Background: an optimization exercise with open tools, aiming at small area, a short achievable clock period and few clock cycles. Do not read the settings as production practice. The RTL was checked by simulation tests, not by an equivalence proof against the original design. Power and IR drop assume default switching activity.

==> design/flow/design.v <==
module rc4_encrypt #(
    parameter int unsigned KEY_BYTES = 3
) (
    input  logic                   clk,
    input  logic                   clr,
    input  logic                   start,
    input  logic [8*KEY_BYTES-1:0] secret_key,
    output logic                   busy,
    input  logic                   pt_valid,
    input  logic [7:0]             pt_data,
    input  logic                   pt_last,
    output logic                   pt_ready,
    output logic                   ct_valid,
    output logic [7:0]             ct_data,
    output logic                   ct_last,
    input  logic                   ct_ready,
    output logic                   done
);
    localparam int unsigned KW = 8 * KEY_BYTES;
    localparam int unsigned FD = 4;           
    logic          r_busy;
    logic          r_ksa;                     
    logic          r_str;                     
    logic          r_sw;                      
    logic [7:0]    r_r;                       
    logic [7:0]    r_dk;                      
    logic [7:0]    r_lag;                     
    logic [KW-1:0] r_key;
    logic [2:0]    r_cnt;                     
    logic          r_done;
    logic [2047:0] r_p;
    logic          r_kv;
    logic [7:0]    r_sj;
    logic [7:0]    r_sar;                     
    logic [7:0]    r_f [FD];
    logic [2:0]    r_fc;
    logic          r_pr;
    logic          r_ov, r_ol, r_sv, r_sl;
    logic [7:0]    r_od, r_sd;
    logic [7:0] w_sa, w_sum, w_addr, w_sj;
    logic [7:0] w_kbn;
    assign w_sa   = r_p[7:0];
    assign w_sum  = r_dk + w_sa;
    assign w_addr = r_sw ? w_sum : 8'd0;
    assign w_sj   = r_p[w_addr*8 +: 8];
    assign w_kbn  = (KEY_BYTES > 1) ? r_key[KW-9 -: 8] : r_key[KW-1 -: 8];
    logic [7:0] w_tp, w_k, w_head, w_ct;
    assign w_tp   = r_sar + r_sj;
    assign w_k    = r_p[w_tp*8 +: 8];
    assign w_head = (r_fc != 3'd0) ? r_f[0] : w_k;
    assign w_ct   = pt_data ^ w_head;
    logic w_accept, w_x, w_pop, w_ox, w_endks, w_lastx;
    assign w_accept = start & ~r_busy;
    assign w_x      = pt_valid & r_pr;
    assign w_pop    = w_x;
    assign w_ox     = r_ov & ct_ready;
    assign w_endks  = r_ksa & (r_r == 8'd255);
    assign w_lastx  = w_ox & r_ol;
    logic       n_ksa, n_str, n_sv, n_ov;
    logic [7:0] n_lag;
    logic [2:0] n_cnt;
    always_comb begin
        n_ksa = (r_ksa & ~w_endks) | (~r_busy & w_accept);
        n_str = (r_str & ~(w_x & pt_last)) | w_endks;
        if (w_endks)        n_lag = 8'd255;
        else if (r_sw)      n_lag = r_lag;
        else                n_lag = r_lag + 8'd1;
        if (w_endks | ~r_busy) n_cnt = 3'd0;
        else                   n_cnt = r_cnt + {2'b0, r_sw & r_str} - {2'b0, w_pop};
        if (~r_ov | ct_ready) begin
            n_ov = r_sv | w_x;
            n_sv = 1'b0;
        end else begin
            n_ov = 1'b1;
            n_sv = r_sv | w_x;
        end
    end
    always_ff @(posedge clk) begin
        if (clr) begin
            r_busy <= 1'b0;
            r_ksa  <= 1'b0;
            r_str  <= 1'b0;
            r_sw   <= 1'b0;
            r_pr   <= 1'b0;
            r_ov   <= 1'b0;
            r_sv   <= 1'b0;
            r_done <= 1'b0;
            r_kv   <= 1'b0;
            r_cnt  <= 3'd0;
            r_fc   <= 3'd0;
        end else begin
            r_busy <= (r_busy & ~w_lastx) | w_accept;
            r_done <= r_busy & w_lastx;
            r_ksa  <= n_ksa;
            r_str  <= n_str;
            r_lag  <= n_lag;
            r_cnt  <= n_cnt;
            r_sw   <= n_ksa | (n_str & (n_lag == 8'd0) & (n_cnt < 3'(FD)));
            r_pr   <= n_str & (n_cnt != 3'd0) & ~n_sv;
            r_ov   <= n_ov;
            r_sv   <= n_sv;
            r_kv   <= r_sw & r_str;
            if (w_endks | ~r_busy) r_fc <= 3'd0;
            else                   r_fc <= r_fc + {2'b0, r_kv} - {2'b0, w_pop};
        end
    end
    always_ff @(posedge clk) begin
        if (~r_busy) begin
            r_r   <= 8'd0;
            r_key <= secret_key;
            r_dk  <= secret_key[KW-1 -: 8];
        end else begin
            r_r <= r_r + 8'd1;
            if (r_ksa) begin
                r_key <= {r_key[KW-9:0], r_key[KW-1 -: 8]};
                r_dk  <= w_endks ? 8'd0 : w_sum + w_kbn - 8'd1;
            end else begin
                r_dk  <= (r_sw ? w_sum : r_dk) - 8'd1;
            end
        end
        r_sj  <= w_sj;
        r_sar <= w_sa - r_r - 8'd1;
        for (int n = 0; n < FD; n++) begin
            if (w_pop) begin
                if (n + 1 < FD && 3'(n + 1) < r_fc) r_f[n] <= r_f[n+1];
                else                               r_f[n] <= w_k;
            end else begin
                if (3'(n) >= r_fc) r_f[n] <= w_k;
            end
        end
        if (~r_ov | ct_ready) begin
            r_od <= r_sv ? r_sd : w_ct;
            r_ol <= r_sv ? r_sl : pt_last;
        end else if (w_x) begin
            r_sd <= w_ct;
            r_sl <= pt_last;
        end
    end
    always_ff @(posedge clk) begin
        for (int p = 0; p < 256; p++) begin
            if (~r_busy)
                r_p[p*8 +: 8] <= 8'(p);
            else if (p == 255)
                r_p[p*8 +: 8] <= w_sj;
            else if (w_addr == 8'(p + 1))
                r_p[p*8 +: 8] <= w_sa;
            else
                r_p[p*8 +: 8] <= r_p[(p+1)*8 +: 8];
        end
    end
    assign busy     = r_busy;
    assign pt_ready = r_pr;
    assign ct_valid = r_ov;
    assign ct_data  = r_od;
    assign ct_last  = r_ol;
    assign done     = r_done;
endmodule
==> design/flow/run.sh <==
#!/bin/bash
# synth_recipe.tcl (not shown) runs the flow's synth.tcl, then flattens the netlist and writes it again
# the make line also repeats each setting of config.mk as NAME=value (left out here)
make -C /OpenROAD-flow-scripts/flow DESIGN_CONFIG=/design/flow/config.mk WORK_HOME=/design/flow/orfs CLKGATE_MAP_FILE= SYNTH_SCRIPT=/design/flow/synth_recipe.tcl finish
==> design/flow/config.mk <==
export PLATFORM = sky130hd
export DESIGN_NAME = rc4_encrypt
export DESIGN_NICKNAME = rc4_encrypt
export VERILOG_FILES = /design/flow/design.v
export SDC_FILE = /design/flow/constraint.sdc
export NUM_CORES = 4
export LEC_CHECK = 0
export CAP_MARGIN = 20
export CORE_MARGIN = 2
export CORE_UTILIZATION = 40
export PLACE_DENSITY = 0.6
export SETUP_SLACK_MARGIN = 0.4
export SLEW_MARGIN = 20
==> design/flow/constraint.sdc <==
create_clock -name core_clock -period 13.5 [get_ports {clk}]
set_input_delay 2.7000 -clock core_clock [delete_from_list [all_inputs] [get_ports {clk}]]
set_output_delay 2.7000 -clock core_clock [all_outputs]
set_load 0.01 [all_outputs]
==> summary.txt, run 1 <==
Worst setup path
  – Worst setup path end: r_od[2]
  – Delay contributed by the slowest stage of the critical path: 1.16 ns
  – Data arrival time of the critical path: 7.43 ns
  – Worst flop-to-flop path startpoint: r_sj[0]
  – Worst R2R End: r_od[2]
  – R2R cell count: 12
  – Setup slack of the most critical reg-to-reg path: 6.88 ns
  – Slowest cell on the critical path: sky130_fd_sc_hd__fa_4
  – CP Data Required Time: 14.31 ns
  – Worst-path cell chain: ha_4 > fa_4 > buf_4 > buf_4 > mux4_2 > mux4_2 > nand2_1 > nand2_1 > a2111oi_2 > nor4_4 > or4b_1 > nand4_1
  – Kind of start point of the critical path: flop
  – Origin of the worst setup path: r_sj[0]
  – Category of the most critical setup path: reg2reg
  – Setup crit end kind: flop
  – Maximum net fanout on the critical path: 56

Clocking
  – Largest buffer count on any clock path: 4
  – Clock Sink Count: 2177
  – Number of buffers inserted during clock tree synthesis: 238
  – Worst skew pair latency: 0.99 ns
  – Count of hold buffers inserted by post-cts repair: 0
  – Clock root cell: sky130_fd_sc_hd__clkbuf_16
  – TritonCTS clock tree: built
  – Clock-pin slew on the worst setup and hold paths: 0.06 ns
  – Post-CTS Resized: 0
  – Post-CTS setup buffers: 0
  – H-Tree Depth: 4

Global routing
  – First-pass GRT wire length: 776000 µm
  – Pin count of the biggest net entering global routing: 196
  – Initial antenna violation count: 41
  – Overall Global Routing Usage: 0.363
  – Gr ovfl total: 0
  – Vias in the first global route: 105000

Run status
  – Run status: finished clean

Floorplanning
  – I/O pin total: 51
  – Effective utilization at floorplan: 0.402
  – Area of the core: 282000 µm²
  – Site Rows: 195
  – Height of the die: 536 µm
  – Die extent in x: 536 µm
  – Die footprint: 287000 µm²

Logic synthesis
  – Post-synthesis net count: 13900
  – Top cell type's share of synthesized area: 0.370
  – Most frequently used flop master after synthesis: sky130_fd_sc_hd__dfxtp_1
  – Synth top area cells: sky130_fd_sc_hd__dfxtp_1, sky130_fd_sc_hd__nand2_1, sky130_fd_sc_hd__mux4_2, sky130_fd_sc_hd__a21oi_1, sky130_fd_sc_hd__nand3_1
  – Average cell area after synthesis: 8.21 µm²
  – Count of mapped cells out of synthesis: 13800
  – Flops & latches, synth: 2177
  – Number of enable flip-flop cells after synthesis: 82
  – Count of distinct cell types in the synthesized netlist: 89
  – Synth warnings: 2
  – Asr flop ratio synth: 0
  – Summed instance area of the synthesized netlist: 113000 µm²
  – Yosys top cell by area: sky130_fd_sc_hd__dfxtp_1
  – Post-synthesis sequential area ratio: 0.392

Routing
  – Remaining DRCs: 0
  – First DRT Iteration DRCs: 22000
  – Total Wirelength: 544000 µm
  – Detail Route Antenna Nets: 0
  – Post-detailed-route wirelength per cell: 31.9 µm
  – Via count: 117000
  – Length of the first detailed-routing pass in iterations: 11
  – Number of vias per cell after detailed routing: 6.85

Pwr
  – Worst voltage drop across the vdd grid: 0.201 mV
  – Static leakage: 42.7 nW
  – Power per Cell Area: 192 nW/µm²

Timing
  – Final hold violation count: 0
  – Transition time at the pin with the least slew margin: 1.36 ns
  – Setup Skew: 0.0962 ns
  – Max Fclk: 151 MHz
  – Shortest period the worst path allows: 6.62 ns
  – Hold Slack: 0.431 ns
  – Final setup fails: 0
  – Unrepaired setup endpoints after global routing: false
  – Final-layout setup total negative slack: 0 ns
  – Max Slew Vio Count: 0
  – Worst slew margin: 0.0854
  – Post-route fraction of the period consumed by the critical path: 0.490
  – Slack of the critical path: 6.88 ns

Place
  – Count of input and output buffers: 50
  – RD Place Congestion: 1.03
  – Setup WS pre-CTS: 7.33 ns
  – Final HPWL from detailed placement: 336000 µm

Finish
  – Layout fillers: 27800
  – Area delta synth->final: 9.86%
  – Share of layout cells above drive strength 1: 0.130
  – Number of nets in the final layout: 13200

Hold path
  – Worst hold path startpoint: r_p[1264]
  – Worst Hold Class: reg2reg

Flow run
  – Count of max-cap constraint violations: 0
==> power by group <==
| group | switching [W] | internal (W) | total (W) |
|---|---|---|---|
| clock network | 0.00295 | 0.00402 | 0.00697 |
| logic | 0.00662 | 0.00316 | 0.00978 |
| registers | 0.000243 | 0.00687 | 0.00712 |
| total | 0.00982 | 0.0141 | 0.0239 |
==> critical path: cells and delay by family, from the launching register on <==
kind | cells | cell delay [ns]
buf+inv | 2 | 1.55
fa+ha+maj | 2 | 1.33
simple gates | 5 | 1.09
compound gates | 1 | 1.08
mux | 2 | 0.95
flops | 1 | 0.32
==> how the worst min path moves through the flow <==
stage	endpoint	slack (ns)	cells past startpoint
global route	r_p[1256]	0.46	2
global placement	r_r[0]	0.45	1
finish	r_p[1256]	0.43	2
floorplan	r_r[0]	0.43	1
detailed placement	r_r[0]	0.45	1
CTS	r_p[1256]	0.43	2
==> per-layer routing <==
metal	up-vias	track usage	share of wire
li1	48200	-	-
met1	56200	0.465	0.37
met2	10000	0.507	0.40
met3	2335	0.136	0.15
met4	45	0.237	0.077
met5	-	0.00866	0.0011
==> logic make-up (layout without fill, tap and decap cells) <==
logic type                 Yosys count  count (layout)  synth area share
DFF                               2177            2177             0.392
adders and majority gates           49              49           0.00581
buffers and inverters             1315             789            0.0475
other                                0              44                 0
and+or+nand+nor                   5503            5503             0.204
AOI/OAI and AO/OA                 3716            3716             0.196
xor gates and xnor gates            58              58           0.00475
muxes                              975             975             0.150
==> layout make-up <==
class	instances	area [µm²]	share of cell area
multi-input combinational	10300	64200	0.516
sequential	2177	44400	0.357
clock buffer	344	6970	0.0560
tap	3743	4680	0.0376
timing repair buffer	300	2720	0.0219
clock inverter	85	1100	0.00887
inverter	60	243	0.00195
antenna	44	110	0.000885
==> Yosys cell counts (40+ instances only) <==
cell / instances
sky130_fd_sc_hd__a211oi_1: 87
sky130_fd_sc_hd__a21oi_1: 1387
sky130_fd_sc_hd__a221o_1: 62
sky130_fd_sc_hd__a221oi_1: 100
sky130_fd_sc_hd__a22o_1: 113
sky130_fd_sc_hd__a22oi_1: 272
sky130_fd_sc_hd__and3_1: 51
sky130_fd_sc_hd__buf_1: 191
sky130_fd_sc_hd__buf_2: 173
sky130_fd_sc_hd__clkbuf_1: 847
sky130_fd_sc_hd__dfxtp_1: 2095
sky130_fd_sc_hd__edfxtp_1: 82
sky130_fd_sc_hd__ha_1: 43
sky130_fd_sc_hd__inv_1: 54
sky130_fd_sc_hd__mux2_2: 261
sky130_fd_sc_hd__mux2i_1: 159
sky130_fd_sc_hd__mux4_2: 555
sky130_fd_sc_hd__nand2_1: 3712
sky130_fd_sc_hd__nand3_1: 1125
sky130_fd_sc_hd__nor2_1: 333
sky130_fd_sc_hd__nor2_2: 118
sky130_fd_sc_hd__nor3_1: 40
sky130_fd_sc_hd__o21ai_0: 936
sky130_fd_sc_hd__o22ai_1: 494
==> placed cells by master (no fill, tap or decap), drive strengths merged, types with 24 or more instances in the layout <==
cell type | netlist | final
nand2 | 3718 | 3718
dfxtp | 2095 | 2095
a21oi | 1396 | 1396
nand3 | 1125 | 1125
o21ai | 941 | 941
mux4 | 555 | 555
o22ai | 494 | 494
nor2 | 472 | 472
clkbuf | 847 | 344
a22oi | 272 | 272
mux2 | 261 | 261
buf | 408 | 250
mux2i | 159 | 159
a22o | 113 | 113
a221oi | 101 | 101
a211oi | 87 | 87
edfxtp | 82 | 82
inv | 60 | 63
a221o | 62 | 62
and3 | 52 | 52
clkdlybuf4s50 | 0 | 50
clkinv | 0 | 49
diode | 0 | 44
ha | 43 | 43
nor3 | 43 | 43
xnor2 | 42 | 42
a222oi | 39 | 39
a311o | 35 | 35
o31ai | 26 | 26
bufinv | 0 | 24
==> stage by stage <==
step	std cells	power (W)	area, µm²	utilization
after floorplan	13800	0.0129	113000	-
after global placement	16600	0.0163	116000	0.412
after detailed placement	16600	0.0163	116000	0.412
after CTS	17000	0.0232	124000	0.441
after global routing	17000	0.0241	124000	0.441
final	17100	0.0239	124000	0.441
==> flip-flops by register name (all words and copies together), names as in the netlist, 3 cells and up <==
signal / flops
r_fc: 3
r_lag: 8
r_p: 2048
r_cnt: 3
r_dk: 8
r_key: 24
r_od: 8
r_sj: 8
r_f: 32
r_r: 8
r_sd: 8
r_sar: 8
Testbench counts, summed over its fixed seeds: cycles 31,668.
==> run 2, diff against run 1 <==
==> design/flow/flow/run.sh (new file) <==
#!/bin/bash
# Standard ORFS layout, with repair_timing aiming for setup slack well beyond
# the clock's (the SDC is unchanged; only the repair target moves).
set -euo pipefail
bash standard.sh SETUP_SLACK_MARGIN=${MARGIN:-9} finish > make_finish.log 2>&1
==> design/flow/standard.sh (new file) <==
#!/bin/bash
# synth_recipe.tcl (not shown) runs the flow's synth.tcl, then flattens the netlist and writes it again
# the make line also repeats each setting of config.mk as NAME=value (left out here)
make -C /OpenROAD-flow-scripts/flow DESIGN_CONFIG=/design/flow/config.mk WORK_HOME=/design/flow/orfs CLKGATE_MAP_FILE= SYNTH_SCRIPT=/design/flow/synth_recipe.tcl "${@:-finish}"
--- a/design/flow/config.mk
+++ b/design/flow/config.mk
@@ -10,4 +10,3 @@
 export CORE_UTILIZATION = 40
 export PLACE_DENSITY = 0.6
-export SETUP_SLACK_MARGIN = 0.4
 export SLEW_MARGIN = 20
removed: design/flow/run.sh
==> run 2 against run 1 <==
  * Flip-flop and latch count unchanged
  * Wire length increased by 6.9%
  * Clock skew decreased by 0.021 ns
  * Final cell count increased by 1.5%
  * Largest cell class unchanged
==> summary.txt, run 2 <==
Logic synthesis
  – Top cell type's share of synthesized area: 0.370 (unchanged)
  – Average cell area after synthesis: 8.21 µm² (unchanged)
  – Most frequently used flop master after synthesis: sky130_fd_sc_hd__dfxtp_1 (unchanged)
  – Simple logic cell fraction of the synthesized area: 0.204 (unchanged)
  – Synth warnings: 2 (unchanged)
  – Yosys top cell by area: sky130_fd_sc_hd__dfxtp_1 (unchanged)
  – Count of mapped cells out of synthesis: 13800 (unchanged)
  – Most common cell in the synthesized netlist: sky130_fd_sc_hd__nand2_1 (unchanged)
  – Most numerous cell types in the synthesized netlist: sky130_fd_sc_hd__nand2_1, sky130_fd_sc_hd__dfxtp_1, sky130_fd_sc_hd__a21oi_1 (unchanged)
  – Compound-Gate Fraction of Synth Area: 0.196 (unchanged)
  – Adder and majority gate portion of the synthesized area: 0.00581 (unchanged)
  – Flops & latches, synth: 2177 (unchanged)
  – Count of distinct cell types in the synthesized netlist: 89 (unchanged)
  – Synth top area cells: sky130_fd_sc_hd__dfxtp_1, sky130_fd_sc_hd__nand2_1, sky130_fd_sc_hd__mux4_2, sky130_fd_sc_hd__a21oi_1, sky130_fd_sc_hd__nand3_1 (unchanged)
  – XOR/XNOR share of the synthesized area: 0.00475 (unchanged)
  – Post-synthesis sequential area ratio: 0.392 (unchanged)
  – Post-synthesis mux area share: 0.150 (unchanged)
  – Summed instance area of the synthesized netlist: 113000 µm² (unchanged)
  – Number of enable flip-flop cells after synthesis: 82 (unchanged)
  – Post-synthesis net count: 13900 (unchanged)
  – Asr flop ratio synth: 0 (unchanged)
  – Main combinational cell family by area after synthesis: simple AND/OR/NAND/NOR gates (unchanged)

Worst setup path
  – CP Data Required Time: 14.40 ns (was 14.31 ns)
  – Setup crit end kind: flop (unchanged)
  – Delay contributed by the slowest stage of the critical path: 0.58 ns (was 1.16 ns)
  – Data arrival time of the critical path: 5.78 ns (was 7.43 ns)
  – Worst-path cell chain: ha_4 > nand2_4 > buf_6 > buf_6 > o22ai_1 > a21oi_1 > mux2i_2 > o22ai_1 > o21ai_1 > a31oi_1 > a221oi_2 > nand3_1 (was ha_4 > fa_4 > buf_4 > buf_4 > mux4_2 > mux4_2 > nand2_1 > nand2_1 > a2111oi_2 > nor4_4 > or4b_1 > nand4_1)
  – Slowest cell on the critical path: sky130_fd_sc_hd__buf_6 (was sky130_fd_sc_hd__fa_4)
  – Kind of start point of the critical path: flop (unchanged)
  – Category of the most critical setup path: reg2reg (unchanged)
  – Maximum net fanout on the critical path: 44 (was 56)

Global routing
  – Gr ovfl total: 0 (unchanged)
  – GR Util met2: 0.523 (was 0.507)
  – Grt met1 use: 0.473 (was 0.465)
  – Initial antenna violation count: 42 (was 41)
  – Overall Global Routing Usage: 0.382 (was 0.363)
  – Pin count of the biggest net entering global routing: 189 (was 196)
  – First-pass GRT wire length: 808000 µm (was 776000 µm)
  – Vias in the first global route: 108000 (was 105000)
  – Global routing's busiest layer: met2 (unchanged)
  – Met3 track utilization from global routing: 0.162 (was 0.136)

Clocking
  – Worst skew pair latency: 0.98 ns (was 0.99 ns)
  – Largest buffer count on any clock path: 4 (unchanged)
  – Clock Sink Count: 2177 (unchanged)
  – Clock root cell: sky130_fd_sc_hd__clkbuf_16 (unchanged)
  – TritonCTS clock tree: built (unchanged)
  – Number of buffers inserted during clock tree synthesis: 238 (unchanged)
  – H-Tree Depth: 4 (unchanged)
  – Clock-pin slew on the worst setup and hold paths: 0.06 ns (about the same)
  – Count of hold buffers inserted by post-cts repair: 0 (unchanged)

Finish
  – Area delta synth->final: 15.2% (was 9.86%)
  – Largest registers ranked by flip-flop count: r_p x2048, r_f x32, r_key x24 (unchanged)
  – Share of layout cells above drive strength 1: 0.165 (was 0.130)
  – Most common cell after layout, fill and taps aside: sky130_fd_sc_hd__nand2_1 (unchanged)
  – Largest reg by FF count: r_p (unchanged)
  – Highest-count cells in the layout ignoring fill and taps: sky130_fd_sc_hd__nand2_1, sky130_fd_sc_hd__dfxtp_1, sky130_fd_sc_hd__a21oi_1 (unchanged)
  – Number of nets in the final layout: 13400 (was 13200)
  – Layout fillers: 27100 (was 27800)
  – Final Util: 0.463 (was 0.441)
  – FF+latch area: 44400 µm² (about the same)
  – Area used by multi-input combinational logic: 66100 µm² (was 64200 µm²)
  – Final cell area excluding filler cells: 131000 µm² (was 124000 µm²)
  – Number of flip-flops under the largest register name: 2048 (unchanged)

Timing
  – Post-route fraction of the period consumed by the critical path: 0.361 (was 0.490)
  – Final hold violation count: 0 (unchanged)
  – Final setup fails: 0 (unchanged)
  – Transition time at the pin with the least slew margin: 1.28 ns (was 1.36 ns)
  – Unrepaired setup endpoints after global routing: true (was false)
  – Max Slew Vio Count: 0 (unchanged)
  – Max Fclk: 205 MHz (was 151 MHz)
  – Final-layout setup total negative slack: 0 ns (unchanged)
  – Shortest period the worst path allows: 4.87 ns (was 6.62 ns)
  – Worst slew margin: 0.141 (was 0.0854)
  – Setup Skew: 0.0752 ns (was 0.0962 ns)

Routing
  – Post-detailed-route wirelength per cell: 33.6 µm (was 31.9 µm)
  – Detail Route Antenna Nets: 0 (unchanged)
  – Remaining DRCs: 0 (unchanged)
  – Length of the first detailed-routing pass in iterations: 14 (was 11)
  – Total Wirelength: 582000 µm (was 544000 µm)
  – First DRT Iteration DRCs: 24400 (was 22000)
  – Via count: 121000 (was 117000)
  – Number of vias per cell after detailed routing: 6.98 (was 6.85)

Floorplanning
  – Die extent in x: 536 µm (unchanged)
  – Die footprint: 287000 µm² (unchanged)
  – Height of the die: 536 µm (unchanged)
  – Area of the core: 282000 µm² (unchanged)
  – I/O pin total: 51 (unchanged)
  – Site Rows: 195 (unchanged)
  – Effective utilization at floorplan: 0.402 (unchanged)

Place
  – Final HPWL from detailed placement: 336000 µm (about the same)
  – Post-placement cell area: 116000 µm² (about the same)
  – RD Place Congestion: 1.02 (was 1.03)
  – Count of input and output buffers: 50 (unchanged)

Run status
  – Run status: finished clean (unchanged)

Pwr
  – Total Power Consumption: 0.0264 W (was 0.0239 W)
  – Static leakage: 45.2 nW (was 42.7 nW)
  – Power per Cell Area: 202 nW/µm² (was 192 nW/µm²)
  – Worst voltage drop across the vdd grid: 0.180 mV (was 0.201 mV)

Hold path
  – Worst Hold Class: reg2reg (unchanged)

Flow run
  – Count of max-cap constraint violations: 0 (unchanged)
## run 2: changes by cell type in the layout (fill, tap and decap cells not counted), sizes merged, moves of 11 or more
cell / delta
buf: +226
bufbuf: +21
clkbuf: +19
clkdlybuf4s50: -13
diode: -11
dlygate4sd2: +12
## run 2: worst max-delay path, delay by kind of cell, from the launching register on
| family | cells | cell delay (ns) |
|---|---|---|
| and+or+nand+nor | 2 | 0.60 |
| buffers and inverters | 2 | 1.14 |
| muxes | 1 | 0.23 |
| DFF | 1 | 0.42 |
| adders and majority gates | 1 | 0.28 |
| AOI/OAI and AO/OA | 6 | 2.03 |
## run 2: stage by stage
step                      std cells  hold slack (ns)  setup WS (ns)
after detailed placement      16600            0.450           7.00
after global routing          17300            0.469           8.79
after CTS                     17200            0.442           8.78
final                         17300            0.445           8.63
after floorplan               13800            0.430           9.00
after global placement        16600            0.445           6.91
## run 2: report_power, final
part,switching [W],leakage (nW),internal [W]
registers,0.000216,17.9,0.00687
logic,0.00804,23.4,0.00444
clock network,0.00295,3.86,0.00383
total,0.0112,45.2,0.0151
## run 2: area by class of cell
class                           count  area share
Inverter                           60     0.00206
Antenna cell                       33    0.000633
Sequential cell                  2177       0.340
Timing Repair inverter              3    0.000259
Clock buffer                      348      0.0530
Multi-Input combinational cell  10300       0.507
Timing Repair Buffer              562      0.0545
Clock inverter                     78     0.00664
Tap cell                         3743      0.0359
## run 2: kinds of logic (layout without fill, tap and decap cells)
family,after synthesis,after routing
AND/OR/NAND/NOR,5503,5514
buffers and inverters,1315,1051
flip-flops,2177,2177
AO/OA/AOI/OAI,3716,3716
XOR/XNOR,58,58
adder cells (fa/ha/maj),49,49
other,0,33
multiplexers,975,975
## run 2: final timing paths
kind         startpoint        end  slack [ns]  cells past startpoint
max              r_p[0]  r_p[2040]        8.63                     12
min            r_p[538]   r_p[530]        0.45                      2
max reg2reg      r_p[0]  r_p[2040]        8.63                     12
min reg2reg    r_p[538]   r_p[530]        0.45                      2
## run 2: repair_timing
action / in CTS / in global routing
pin swaps: 73 / 69
endpoints found under the setup margin: 2037 / 1493
buffers inserted: 99 / 90
gates cloned: 49 / 18
gates resized for setup: 489 / 200
## run 2: metal layers
layer,routed length [µm],share of wire,vias up
met5,607,0.0010,-
met4,54000,0.093,40
met3,96400,0.17,2995
met2,229000,0.39,11400
met1,202000,0.35,57600
li1,-,-,48900

## port drivers added, routing unchanged
The results above use ideal ports. As a check the final layouts listed here were re-extracted and re-timed, cells and wires unchanged. Step 1 (the two cells are an assumption about what drives the block):
set clk [get_ports {clk}]
set_driving_cell -lib_cell sky130_fd_sc_hd__clkbuf_16 $clk
set_driving_cell -lib_cell sky130_fd_sc_hd__buf_2 [delete_from_list [all_inputs] $clk]
Step 2 times the ports against the registers' clock, not the clock port: input delays grow and output delays shrink by t, the midpoint of the rising clock arrivals with the driver on. Slacks: ideal / step 1 / step 2; pairs: ideal / step 1.
run | t (ns) | setup WS [ns] | worst hold slack (ns) | clock arrival spread, ns | cell pins on the clock port's net
run 1 | 1.040 | 6.878 / 6.878 / 6.878 | 0.431 / 0.431 / 0.431 | 0.103 / 0.103 | 1
run 2 | 1.056 | 8.627 / 8.627 / 8.263 | 0.445 / 0.445 / 0.445 | 0.077 / 0.077 | 1
After both steps every run listed still meets setup and hold. For run 2, which loses most, drivers alone change the setup slack by 0.000 ns; drivers and shift together by -0.364 ns.
